This design comes from an exercise in tuning for small area on the open sky130 flow, not from production work.
Only simulation tests tie the RTL to the original design; equivalence was not proved.
No activity file was given, so power comes from the tool's default toggle rates. The flow treats the clock pin as an ideal source, which a real chip does not have.

==> flow/design.v <==
`default_nettype none
package cpu_pkg;
  localparam int c_DEF_DEPTH = 32;
endpackage
`default_nettype wire
`default_nettype none
module dmem_array (
  input  logic        clk,
  input  logic        reset,
  input  logic        we,
  input  logic [4:0]  waddr,
  input  logic [63:0] wdata,
  input  logic [3:0]  rsel_lo,
  input  logic [7:0]  rsel_hi,
  output logic [63:0] rdata
);
  logic [31:0][63:0] r_mem;
  logic [31:0][63:0] w_next;
  logic              r_clear;
  logic [31:0]       w_wsel;
  logic [31:0]       w_hold;
  logic [31:0]       w_rsel;
  always_ff @(posedge clk or posedge reset) begin
    if (reset) begin
      r_clear <= 1'b1;
    end else begin
      r_clear <= 1'b0;
    end
  end
  for (genvar i = 0; i < 32; i++) begin : g_word
    assign w_wsel[i] = we && !reset && (waddr == 5'(i));
    assign w_hold[i] = !w_wsel[i] && !r_clear;
    assign w_rsel[i] = rsel_lo[i % 4] && rsel_hi[i / 4];
    for (genvar b = 0; b < 64; b++) begin : g_bit
      dmem_bit_update u_upd (
        .q    (r_mem[i][b]),
        .hold (w_hold[i]),
        .d    (wdata[b]),
        .sel  (w_wsel[i]),
        .next (w_next[i][b])
      );
    end
    always_ff @(posedge clk) begin
      r_mem[i] <= w_next[i];
    end
  end
  for (genvar b = 0; b < 64; b++) begin : g_rd
    logic [10:0] w_grp_n;
    for (genvar g = 0; g < 10; g++) begin : g_grp
      dmem_aoi3 u_aoi3 (
        .q0 (r_mem[3*g][b]),   .s0 (w_rsel[3*g]),
        .q1 (r_mem[3*g+1][b]), .s1 (w_rsel[3*g+1]),
        .q2 (r_mem[3*g+2][b]), .s2 (w_rsel[3*g+2]),
        .y  (w_grp_n[g])
      );
    end
    dmem_aoi2 u_aoi2 (
      .q0 (r_mem[30][b]), .s0 (w_rsel[30]),
      .q1 (r_mem[31][b]), .s1 (w_rsel[31]),
      .y  (w_grp_n[10])
    );
    assign rdata[b] = !(&w_grp_n);
  end
endmodule
`default_nettype wire
`default_nettype none
module dmem_bit_update (
  input  logic q,
  input  logic hold,
  input  logic d,
  input  logic sel,
  output logic next
);
  assign next = (q && hold) || (d && sel);
endmodule
`default_nettype wire
`default_nettype none
module dmem_aoi3 (
  input  logic q0,
  input  logic s0,
  input  logic q1,
  input  logic s1,
  input  logic q2,
  input  logic s2,
  output logic y
);
  assign y = !((q0 && s0) || (q1 && s1) || (q2 && s2));
endmodule
`default_nettype wire
`default_nettype none
module dmem_aoi2 (
  input  logic q0,
  input  logic s0,
  input  logic q1,
  input  logic s1,
  output logic y
);
  assign y = !((q0 && s0) || (q1 && s1));
endmodule
`default_nettype wire
`default_nettype none
module data_mem_responder (
  input  logic        clk,
  input  logic        reset,
  input  logic        req_valid,
  input  logic        req_write,
  input  logic [63:0] req_addr,
  input  logic [63:0] req_wdata,
  output logic        req_ready,
  output logic        rsp_valid,
  input  logic        rsp_ready,
  output logic [63:0] rsp_rdata,
  output logic        rsp_error,
  output logic        busy
);
  localparam logic [1:0] c_IDLE  = 2'b00;
  localparam logic [1:0] c_WAIT1 = 2'b01;
  localparam logic [1:0] c_WAIT2 = 2'b11;
  localparam logic [1:0] c_RESP  = 2'b10;
  logic [1:0] r_state;
  logic [1:0] r_idx_lo;
  logic [7:0] r_hi;
  logic [3:0] r_lo;
  logic       r_err;
  logic       r_load;
  logic w_idle;
  logic w_wait2;
  logic w_resp;
  logic w_err;
  logic w_we;
  assign w_idle  = (r_state == c_IDLE);
  assign w_wait2 = (r_state == c_WAIT2);
  assign w_resp  = (r_state == c_RESP);
  assign w_err  = (|req_addr[2:0]) || (|req_addr[63:8]);
  assign w_we   = w_idle && req_valid && req_write && !w_err;
  always_ff @(posedge clk or posedge reset) begin
    if (reset) begin
      r_state <= c_IDLE;
      r_lo    <= '0;
    end else begin
      case (r_state)
        c_IDLE:  if (req_valid) r_state <= c_WAIT1;
        c_WAIT1: r_state <= c_WAIT2;
        c_WAIT2: r_state <= c_RESP;
        default: if (rsp_ready) r_state <= c_IDLE;
      endcase
      if (w_wait2) begin
        for (int j = 0; j < 4; j++) begin
          r_lo[j] <= r_load && (r_idx_lo == 2'(j));
        end
      end else if (w_resp && rsp_ready) begin
        r_lo <= '0;
      end
    end
  end
  always_ff @(posedge clk) begin
    if (w_idle) begin
      r_idx_lo <= req_addr[4:3];
      for (int k = 0; k < 8; k++) begin
        r_hi[k] <= (req_addr[7:5] == 3'(k));
      end
      r_err  <= w_err;
      r_load <= !req_write && !w_err;
    end
  end
  dmem_array u_dmem_array (
    .clk    (clk),
    .reset  (reset),
    .we     (w_we),
    .waddr  (req_addr[7:3]),
    .wdata  (req_wdata),
    .rsel_lo(r_lo),
    .rsel_hi(r_hi),
    .rdata  (rsp_rdata)
  );
  assign req_ready = w_idle;
  assign busy      = !w_idle;
  assign rsp_valid = w_resp;
  assign rsp_error = w_resp && r_err;
endmodule
`default_nettype wire
clock: 5.5 ns
lec_check: 0
cap_margin: 20
core_margin: 2
core_utilization: 65
cts_cluster_diameter: 100
cts_cluster_size: 30
slew_margin: 20
synth_hierarchical: 1
standard.sh (not shown) runs the stock make flow with config.mk's settings and CLKGATE_MAP_FILE= SYNTH_SCRIPT=/design/flow/synth_recipe.tcl, a recipe that flattens the netlist after the stock synthesis.
==> flow/flow/run.sh <==
#!/bin/bash
# Layout flow: the standard flow (standard.sh) with two changes:
#  - clock tree synthesis without dummy loads (they only balance load and
#    add cell area);
#  - input and output ports buffered with the smallest buffer (buf_1)
#    instead of a delay cell; timing repair may still upsize them.
# standard.sh's output goes to standard.log; ORFS writes each tool's log
# under orfs/logs/.
set -o pipefail
export CTS_ARGS="-sink_clustering_enable -repair_clock_nets -dont_use_dummy_load -sink_clustering_size 30 -sink_clustering_max_diameter 100"
export BUFFER_PORTS_ARGS="-buffer_cell sky130_fd_sc_hd__buf_1"
bash standard.sh > standard.log 2>&1
Then changed:
--- a/flow/config.mk
+++ b/flow/config.mk
@@ -8,5 +8,5 @@
 export CAP_MARGIN = 20
 export CORE_MARGIN = 2
-export CORE_UTILIZATION = 65
+export CORE_UTILIZATION = 70
 export CTS_CLUSTER_DIAMETER = 100
 export CTS_CLUSTER_SIZE = 30
The changed run finished with timing, DRC and antenna clean.
Via count is about the same.
Global-route usage is higher by 2.0 points.
Sequential power stays flat.
Utilization rises by 5.1 points.
Final cell count goes down by 1.7%.
Clock-buffer cell count does not change.
Routed wire length decreases by 2.3%.
Die area fell by 7.1%.

==> what the ideal ports hide <==
No port has a modelled driver above. Below, the same layouts with a new extraction and two added sets of constraints. Step 1 assumes that a clkbuf_16 drives the clock port and a buf_2 every other input. Step 2 moves the port delays by t, midway between the first and last clock arrival at a register: inputs arrive t later, outputs are due t later. That takes back most of the time a late clock gives input paths. Three values: ideal, step 1, step 2; two values: the first two.
| run | t, ns | setup WS [ns] | clock arrival spread, ns | worst register clock-pin slew, ns | worst slew at a driven data input, ns |
|---|---|---|---|---|---|
| the first run | 0.776 | 0.612 / 0.533 / 0.651 | 0.039 / 0.039 | 0.12 / 0.12 | 0.14 |
| the second run | 0.781 | 0.759 / 0.682 / 0.357 | 0.051 / 0.052 | 0.12 / 0.12 | 0.18 |
After both steps every run listed still meets setup and hold. For the second run, which loses most, drivers alone change the setup slack by -0.077 ns; drivers and shift together by -0.402 ns.
